Context: an optimization exercise on an open-source flow, tuned for small area. The choices shown serve that exercise and are no tape-out recipe.
In this exercise RTL edits were held to simulation tests only and were not proved equivalent to the original.
Power figures rest on the tool's default switching activity, not on a simulated workload.

==> run R: inputs <==
==> flow/design.v (excerpt) <==
module renameStage (
    input  logic        Clk,
    input  logic        rst,
    input  logic        flush,
    input  logic        stall,
    input  logic [7:0]  srcValid,
    input  logic [39:0] srcArch,
    input  logic [3:0]  dstValid,
    input  logic [19:0] dstArch,
    input  logic [27:0] dstPhys,
    output logic [7:0]  outSrcValid,
    output logic [55:0] outSrcPhys,
    output logic [3:0]  outDstValid,
    output logic [27:0] outDstPhys,
    output logic [3:0]  prevValid,
    output logic [27:0] prevPhys
);
==> module renameDecode, before the edit <==
module renameDecode (
    input  logic [renamePkg::ArchBits-1:0]    arch,
    input  logic                              en,
    output logic [renamePkg::NumArchRegs-1:0] sel
);
    always_comb begin
        for (int i = 0; i < renamePkg::NumArchRegs; i++) begin
            sel[i] = en && (arch == renamePkg::ArchBits'(i));
        end
    end
endmodule
==> module renameLookupDecode, before the edit <==
module renameLookupDecode (
    input  logic [renamePkg::ArchBits-1:0]    arch,
    output logic [renamePkg::NumArchRegs-1:0] sel
);
    always_comb begin
        for (int i = 0; i < renamePkg::NumArchRegs; i++) begin
            sel[i] = (arch == renamePkg::ArchBits'(i));
        end
    end
endmodule
==> module renameLookupBit, before the edit <==
module renameLookupBit #(
    parameter int N = 32,
    parameter int F = 0
) (
    input  logic [N-1:0]           sel,
    input  logic [N-1:0]           d,
    input  logic                   en,
    input  logic [(F>0?F:1)-1:0]   fsel,
    input  logic [(F>0?F:1)-1:0]   fd,
    output logic                   y
);
    localparam int G = N / 3;
    localparam int R = N % 3;
    localparam int K = G + ((R > 0) ? 1 : 0);
    logic [K-1:0] t;     
    for (genvar g = 0; g < G; g++) begin : gAoi3
        renameAoi3 u (.sel(sel[3*g +: 3]), .d(d[3*g +: 3]), .y(t[g]));
    end
    if (R == 2) begin : gAoi2
        renameAoi2 u (.sel(sel[N-2 +: 2]), .d(d[N-2 +: 2]), .y(t[G]));
    end else if (R == 1) begin : gNand
        assign t[G] = !(sel[N-1] && d[N-1]);
    end
    logic fromTable;
    assign fromTable = en && !(&t);
    if (F == 0) begin : gNoFwd
        assign y = fromTable;
    end else begin : gFwd
        logic fwdN;      
        if (F == 3) begin : g3
            renameAoi3 u (.sel(fsel), .d(fd), .y(fwdN));
        end else if (F == 2) begin : g2
            renameAoi2 u (.sel(fsel), .d(fd), .y(fwdN));
        end else begin : g1
            assign fwdN = !(fsel[0] && fd[0]);
        end
        assign y = fromTable || !fwdN;
    end
endmodule
==> module renameAoi2, before the edit <==
module renameAoi2 (
    input  logic [1:0] sel,
    input  logic [1:0] d,
    output logic       y
);
    assign y = !(|(sel & d));
endmodule
==> flow/config.mk <==
export PLATFORM = sky130hd
export DESIGN_NAME = renameStage
export DESIGN_NICKNAME = renameStage
export VERILOG_FILES = /design/flow/design.v
export SDC_FILE = /design/flow/constraint.sdc
export NUM_CORES = 4
export LEC_CHECK = 0
export CAP_MARGIN = 20
export CORE_MARGIN = 2
export CORE_UTILIZATION = 25
export GPL_TIMING_DRIVEN = 0
export MIN_ROUTING_LAYER = met2
export PLACE_DENSITY = 0.4
export SETUP_SLACK_MARGIN = 0.05
export SLEW_MARGIN = 20
export SYNTH_HIERARCHICAL = 1
export SYNTH_MINIMUM_KEEP_SIZE = 0
==> flow/constraint.sdc <==
create_clock -name core_clock -period 3.4 [get_ports {Clk}]
set_input_delay 0.6800 -clock core_clock [delete_from_list [all_inputs] [get_ports {Clk}]]
set_output_delay 0.6800 -clock core_clock [all_outputs]
set_load 0.01 [all_outputs]
run.sh (not shown) runs the stock make flow with config.mk's settings and CLKGATE_MAP_FILE= SYNTH_SCRIPT=/design/flow/synth_recipe.tcl, a recipe that flattens the netlist after the stock synthesis.
==> run E (differences from run R) <==
--- a/flow/design.v
+++ b/flow/design.v
@@ -92,6 +92,12 @@
 );
-    always_comb begin
-        for (int i = 0; i < renamePkg::NumArchRegs; i++) begin
-            sel[i] = en && (arch == renamePkg::ArchBits'(i));
-        end
+    logic [3:0] loN;
+    logic [7:0] hiN;
+    for (genvar k = 0; k < 4; k++) begin : gLo
+        renameNand2 u (.a(arch[0] == k[0]), .b(arch[1] == k[1]), .y(loN[k]));
+    end
+    for (genvar j = 0; j < 8; j++) begin : gHi
+        renameNand4 u (.a(en), .b(arch[2] == j[0]), .c(arch[3] == j[1]), .d(arch[4] == j[2]), .y(hiN[j]));
+    end
+    for (genvar i = 0; i < renamePkg::NumArchRegs; i++) begin : gOut
+        renameNor2 u (.a(loN[i % 4]), .b(hiN[i / 4]), .y(sel[i]));
     end
@@ -102,6 +108,12 @@
 );
-    always_comb begin
-        for (int i = 0; i < renamePkg::NumArchRegs; i++) begin
-            sel[i] = (arch == renamePkg::ArchBits'(i));
-        end
+    logic [3:0] loN;
+    logic [7:0] hiN;
+    for (genvar k = 0; k < 4; k++) begin : gLo
+        renameNand2 u (.a(arch[0] == k[0]), .b(arch[1] == k[1]), .y(loN[k]));
+    end
+    for (genvar j = 0; j < 8; j++) begin : gHi
+        renameNand3 u (.a(arch[2] == j[0]), .b(arch[3] == j[1]), .c(arch[4] == j[2]), .y(hiN[j]));
+    end
+    for (genvar i = 0; i < renamePkg::NumArchRegs; i++) begin : gOut
+        renameNor2 u (.a(loN[i % 4]), .b(hiN[i / 4]), .y(sel[i]));
     end
@@ -121,3 +133,3 @@
     localparam int R = N % 3;
-    localparam int K = G + ((R > 0) ? 1 : 0);
+    localparam int K = G + R;
     logic [K-1:0] t;     
@@ -126,6 +138,4 @@
     end
-    if (R == 2) begin : gAoi2
-        renameAoi2 u (.sel(sel[N-2 +: 2]), .d(d[N-2 +: 2]), .y(t[G]));
-    end else if (R == 1) begin : gNand
-        assign t[G] = !(sel[N-1] && d[N-1]);
+    for (genvar r = 0; r < R; r++) begin : gNand
+        renameNand2 u (.a(sel[3*G + r]), .b(d[3*G + r]), .y(t[G + r]));
     end
@@ -139,8 +149,10 @@
             renameAoi3 u (.sel(fsel), .d(fd), .y(fwdN));
-        end else if (F == 2) begin : g2
-            renameAoi2 u (.sel(fsel), .d(fd), .y(fwdN));
-        end else begin : g1
-            assign fwdN = !(fsel[0] && fd[0]);
+            assign y = fromTable || !fwdN;
+        end else begin : g12
+            logic [F-1:0] fwdTermN;
+            for (genvar f = 0; f < F; f++) begin : gF
+                renameNand2 u (.a(fsel[f]), .b(fd[f]), .y(fwdTermN[f]));
+            end
+            assign y = fromTable || !(&fwdTermN);
         end
-        assign y = fromTable || !fwdN;
     end
@@ -154,8 +166,13 @@
 endmodule
-module renameAoi2 (
-    input  logic [1:0] sel,
-    input  logic [1:0] d,
-    output logic       y
-);
-    assign y = !(|(sel & d));
+module renameNand2 (input logic a, b, output logic y);
+    assign y = !(a && b);
+endmodule
+module renameNand3 (input logic a, b, c, output logic y);
+    assign y = !(a && b && c);
+endmodule
+module renameNand4 (input logic a, b, c, d, output logic y);
+    assign y = !(a && b && c && d);
+endmodule
+module renameNor2 (input logic a, b, output logic y);
+    assign y = !(a || b);
 endmodule
==> flow/flow/run.sh (new file) <==
#!/bin/bash
# Layout: the standard flow, with the smallest buffer on the ports and a
# global-routing derating that keeps more of met1 free for pin access.
set -euo pipefail
bash standard.sh \
    BUFFER_PORTS_ARGS="-buffer_cell sky130_fd_sc_hd__buf_1" \
    FASTROUTE_TCL="$PWD/flow/fastroute.tcl" \
    finish > standard_flow.log 2>&1
==> flow/flow/fastroute.tcl (new file) <==
# sky130hd's fastroute.tcl, with met1 and met2 derated further so that more
# of the global routes go to met3 and met4 and the pins stay reachable.
set_global_routing_layer_adjustment $::env(MIN_ROUTING_LAYER)-$::env(MAX_ROUTING_LAYER) 0.2
set_global_routing_layer_adjustment met1 0.55
set_global_routing_layer_adjustment met2 0.35

set_routing_layers -clock $::env(MIN_CLK_ROUTING_LAYER)-$::env(MAX_ROUTING_LAYER)
set_routing_layers -signal $::env(MIN_ROUTING_LAYER)-$::env(MAX_ROUTING_LAYER)
==> flow/standard.sh (new file) <==
#!/bin/bash
# synth_recipe.tcl (not shown) runs the flow's synth.tcl, then flattens the netlist and writes it again
# the make line also repeats each setting of config.mk as NAME=value (left out here)
make -C /OpenROAD-flow-scripts/flow DESIGN_CONFIG=/design/flow/config.mk WORK_HOME=/design/flow/orfs CLKGATE_MAP_FILE= SYNTH_SCRIPT=/design/flow/synth_recipe.tcl "${@:-finish}"
Settings changed: CELL_PAD_IN_SITES_DETAIL_PLACEMENT from default to 1, CORE_UTILIZATION 25 to 22, CTS_BUF_LIST from default to sky130_fd_sc_hd__clkbuf_4 sky130_fd_sc_hd__clkbuf_8, MIN_ROUTING_LAYER met2 to default, PLACE_DENSITY 0.4 to 0.32, SETUP_SLACK_MARGIN 0.05 to 0.5.
removed: flow/run.sh
==> run H (differences from run R) <==
Settings changed: CELL_PAD_IN_SITES_DETAIL_PLACEMENT from default to 1, CORE_UTILIZATION 25 to 22, MIN_ROUTING_LAYER met2 to default, PLACE_DENSITY 0.4 to 0.32.
==> run B (differences from run R) <==
--- a/flow/design.v
+++ b/flow/design.v
@@ -92,6 +92,12 @@
 );
-    always_comb begin
-        for (int i = 0; i < renamePkg::NumArchRegs; i++) begin
-            sel[i] = en && (arch == renamePkg::ArchBits'(i));
-        end
+    logic [3:0] loN;
+    logic [7:0] hiN;
+    for (genvar k = 0; k < 4; k++) begin : gLo
+        renameNand2 u (.a(arch[0] == k[0]), .b(arch[1] == k[1]), .y(loN[k]));
+    end
+    for (genvar j = 0; j < 8; j++) begin : gHi
+        renameNand4 u (.a(en), .b(arch[2] == j[0]), .c(arch[3] == j[1]), .d(arch[4] == j[2]), .y(hiN[j]));
+    end
+    for (genvar i = 0; i < renamePkg::NumArchRegs; i++) begin : gOut
+        renameNor2 u (.a(loN[i % 4]), .b(hiN[i / 4]), .y(sel[i]));
     end
@@ -102,6 +108,12 @@
 );
-    always_comb begin
-        for (int i = 0; i < renamePkg::NumArchRegs; i++) begin
-            sel[i] = (arch == renamePkg::ArchBits'(i));
-        end
+    logic [3:0] loN;
+    logic [7:0] hiN;
+    for (genvar k = 0; k < 4; k++) begin : gLo
+        renameNand2 u (.a(arch[0] == k[0]), .b(arch[1] == k[1]), .y(loN[k]));
+    end
+    for (genvar j = 0; j < 8; j++) begin : gHi
+        renameNand3 u (.a(arch[2] == j[0]), .b(arch[3] == j[1]), .c(arch[4] == j[2]), .y(hiN[j]));
+    end
+    for (genvar i = 0; i < renamePkg::NumArchRegs; i++) begin : gOut
+        renameNor2 u (.a(loN[i % 4]), .b(hiN[i / 4]), .y(sel[i]));
     end
@@ -121,3 +133,3 @@
     localparam int R = N % 3;
-    localparam int K = G + ((R > 0) ? 1 : 0);
+    localparam int K = G + R;
     logic [K-1:0] t;     
@@ -126,6 +138,4 @@
     end
-    if (R == 2) begin : gAoi2
-        renameAoi2 u (.sel(sel[N-2 +: 2]), .d(d[N-2 +: 2]), .y(t[G]));
-    end else if (R == 1) begin : gNand
-        assign t[G] = !(sel[N-1] && d[N-1]);
+    for (genvar r = 0; r < R; r++) begin : gNand
+        renameNand2 u (.a(sel[3*G + r]), .b(d[3*G + r]), .y(t[G + r]));
     end
@@ -139,8 +149,10 @@
             renameAoi3 u (.sel(fsel), .d(fd), .y(fwdN));
-        end else if (F == 2) begin : g2
-            renameAoi2 u (.sel(fsel), .d(fd), .y(fwdN));
-        end else begin : g1
-            assign fwdN = !(fsel[0] && fd[0]);
+            assign y = fromTable || !fwdN;
+        end else begin : g12
+            logic [F-1:0] fwdTermN;
+            for (genvar f = 0; f < F; f++) begin : gF
+                renameNand2 u (.a(fsel[f]), .b(fd[f]), .y(fwdTermN[f]));
+            end
+            assign y = fromTable || !(&fwdTermN);
         end
-        assign y = fromTable || !fwdN;
     end
@@ -154,8 +166,13 @@
 endmodule
-module renameAoi2 (
-    input  logic [1:0] sel,
-    input  logic [1:0] d,
-    output logic       y
-);
-    assign y = !(|(sel & d));
+module renameNand2 (input logic a, b, output logic y);
+    assign y = !(a && b);
+endmodule
+module renameNand3 (input logic a, b, c, output logic y);
+    assign y = !(a && b && c);
+endmodule
+module renameNand4 (input logic a, b, c, d, output logic y);
+    assign y = !(a && b && c && d);
+endmodule
+module renameNor2 (input logic a, b, output logic y);
+    assign y = !(a || b);
 endmodule
==> flow/flow/run.sh (new file) <==
#!/bin/bash
# Layout: the standard flow, with the smallest buffer on the ports and a
# global-routing derating that keeps more of met1 free for pin access.
set -euo pipefail
bash standard.sh \
    BUFFER_PORTS_ARGS="-buffer_cell sky130_fd_sc_hd__buf_1" \
    FASTROUTE_TCL="$PWD/flow/fastroute.tcl" \
    finish > standard_flow.log 2>&1
==> flow/flow/fastroute.tcl (new file) <==
# sky130hd's fastroute.tcl, with met1 and met2 derated further so that more
# of the global routes go to met3 and met4 and the pins stay reachable.
set_global_routing_layer_adjustment $::env(MIN_ROUTING_LAYER)-$::env(MAX_ROUTING_LAYER) 0.2
set_global_routing_layer_adjustment met1 0.55
set_global_routing_layer_adjustment met2 0.35

set_routing_layers -clock $::env(MIN_CLK_ROUTING_LAYER)-$::env(MAX_ROUTING_LAYER)
set_routing_layers -signal $::env(MIN_ROUTING_LAYER)-$::env(MAX_ROUTING_LAYER)
==> flow/standard.sh (new file) <==
#!/bin/bash
# synth_recipe.tcl (not shown) runs the flow's synth.tcl, then flattens the netlist and writes it again
# the make line also repeats each setting of config.mk as NAME=value (left out here)
make -C /OpenROAD-flow-scripts/flow DESIGN_CONFIG=/design/flow/config.mk WORK_HOME=/design/flow/orfs CLKGATE_MAP_FILE= SYNTH_SCRIPT=/design/flow/synth_recipe.tcl "${@:-finish}"
Settings changed: CELL_PAD_IN_SITES_DETAIL_PLACEMENT from default to 1, CORE_UTILIZATION 25 to 22, CTS_BUF_LIST from default to sky130_fd_sc_hd__clkbuf_4 sky130_fd_sc_hd__clkbuf_8, MIN_ROUTING_LAYER met2 to default, PLACE_DENSITY 0.4 to 0.32, SETUP_SLACK_MARGIN 0.05 to 0.4.
removed: flow/run.sh
==> run summary <==
Run H completed and failed the layout checks on setup timing. Run R stopped in 5_1_grt with GRT-0116. Run E finished with timing, DRC and antenna clean. Run B ran to the end with no violations.
Between run E and run B, the lower clock skew is in run B (gap 35 ps).
The highest cell count belongs to run E, the lowest to run H.
The lowest register-to-register slack belongs to run B, the highest to run H.
In sequential cell count, run B and run H do not differ.
Worst setup slack: run E > run B > run H.
Between run E and run H, the lower routed wire length is in run H (gap 4.4%, measured against run H).
The highest first-iteration DRC count belongs to run H, the lowest to run E.
==> figures <==
quantity	run E	run B	run R	run H
Outcome	timing/DRC/antenna clean	timing/DRC/antenna clean	stopped before the end	complete, but fails checks
Failing step	-	-	5_1_grt	-
Layout check failures	-	-	-	setup timing
Final TNS setup	0 ps	0 ps	-	-1020 ps
Power drawn by the combinational cells	2.32 mW	2.28 mW	-	2.30 mW
Routed length on met1	108000 microns	106000 microns	-	124000 microns
Final setup skew	73.1 ps	37.8 ps	-	28.2 ps
Cell area after technology mapping	0.0300 sq mm	0.0300 sq mm	0.0305 sq mm	0.0305 sq mm
CTS Root Buffer Type	sky130_fd_sc_hd__clkbuf_8	sky130_fd_sc_hd__clkbuf_8	sky130_fd_sc_hd__clkbuf_16	sky130_fd_sc_hd__clkbuf_16
Most frequent standard cell in the layout excluding fill and tap cells	sky130_fd_sc_hd__a222oi_1	sky130_fd_sc_hd__a222oi_1	-	sky130_fd_sc_hd__a222oi_1
Fraction of area in clock buffers and inverters	4.26%	3.76%	-	4.01%
Height of the die	373 microns	373 microns	353 microns	376 microns
Highest clock rate	320 MHz	312 MHz	-	283 MHz
TritonCTS clock tree	built	built	-	built
Filler Cells Inserted	15969	15922	-	15745
Power consumption	12.3 mW	11.7 mW	-	12.3 mW
Time the worst path needs with I/O delays and setup	3120 ps	3200 ps	-	3540 ps
Weighted congestion reported at the end of routability-driven placement	1.09	1.07	1.33	1.05

## separate check: timing with driven ports
In the flow no input, the clock included, has a driving cell. The finished layouts below were timed again as built, in two steps. Step 1 assumes that a clkbuf_16 drives the clock port and a buf_2 every other input. Step 2 moves the port delays by t, midway between the first and last clock arrival at a register: inputs arrive t later, outputs are due t later. That takes back most of the time a late clock gives input paths. a / b / c = ideal ports / drivers / drivers and shift; a / b = the first two.
run	t, ns	setup slack, ns	cell pins on the clock port's net
run E	0.863	0.275 / 0.292 / -0.570	1
run H	0.731	-0.135 / -0.095 / -0.826	1
run B	0.863	0.199 / 0.227 / -0.637	1
Met with ideal ports but missed after step 2: setup timing in run E and run B. The setup slack of run E, which loses most, moves by +0.017 ns with the drivers and by -0.845 ns with both steps.
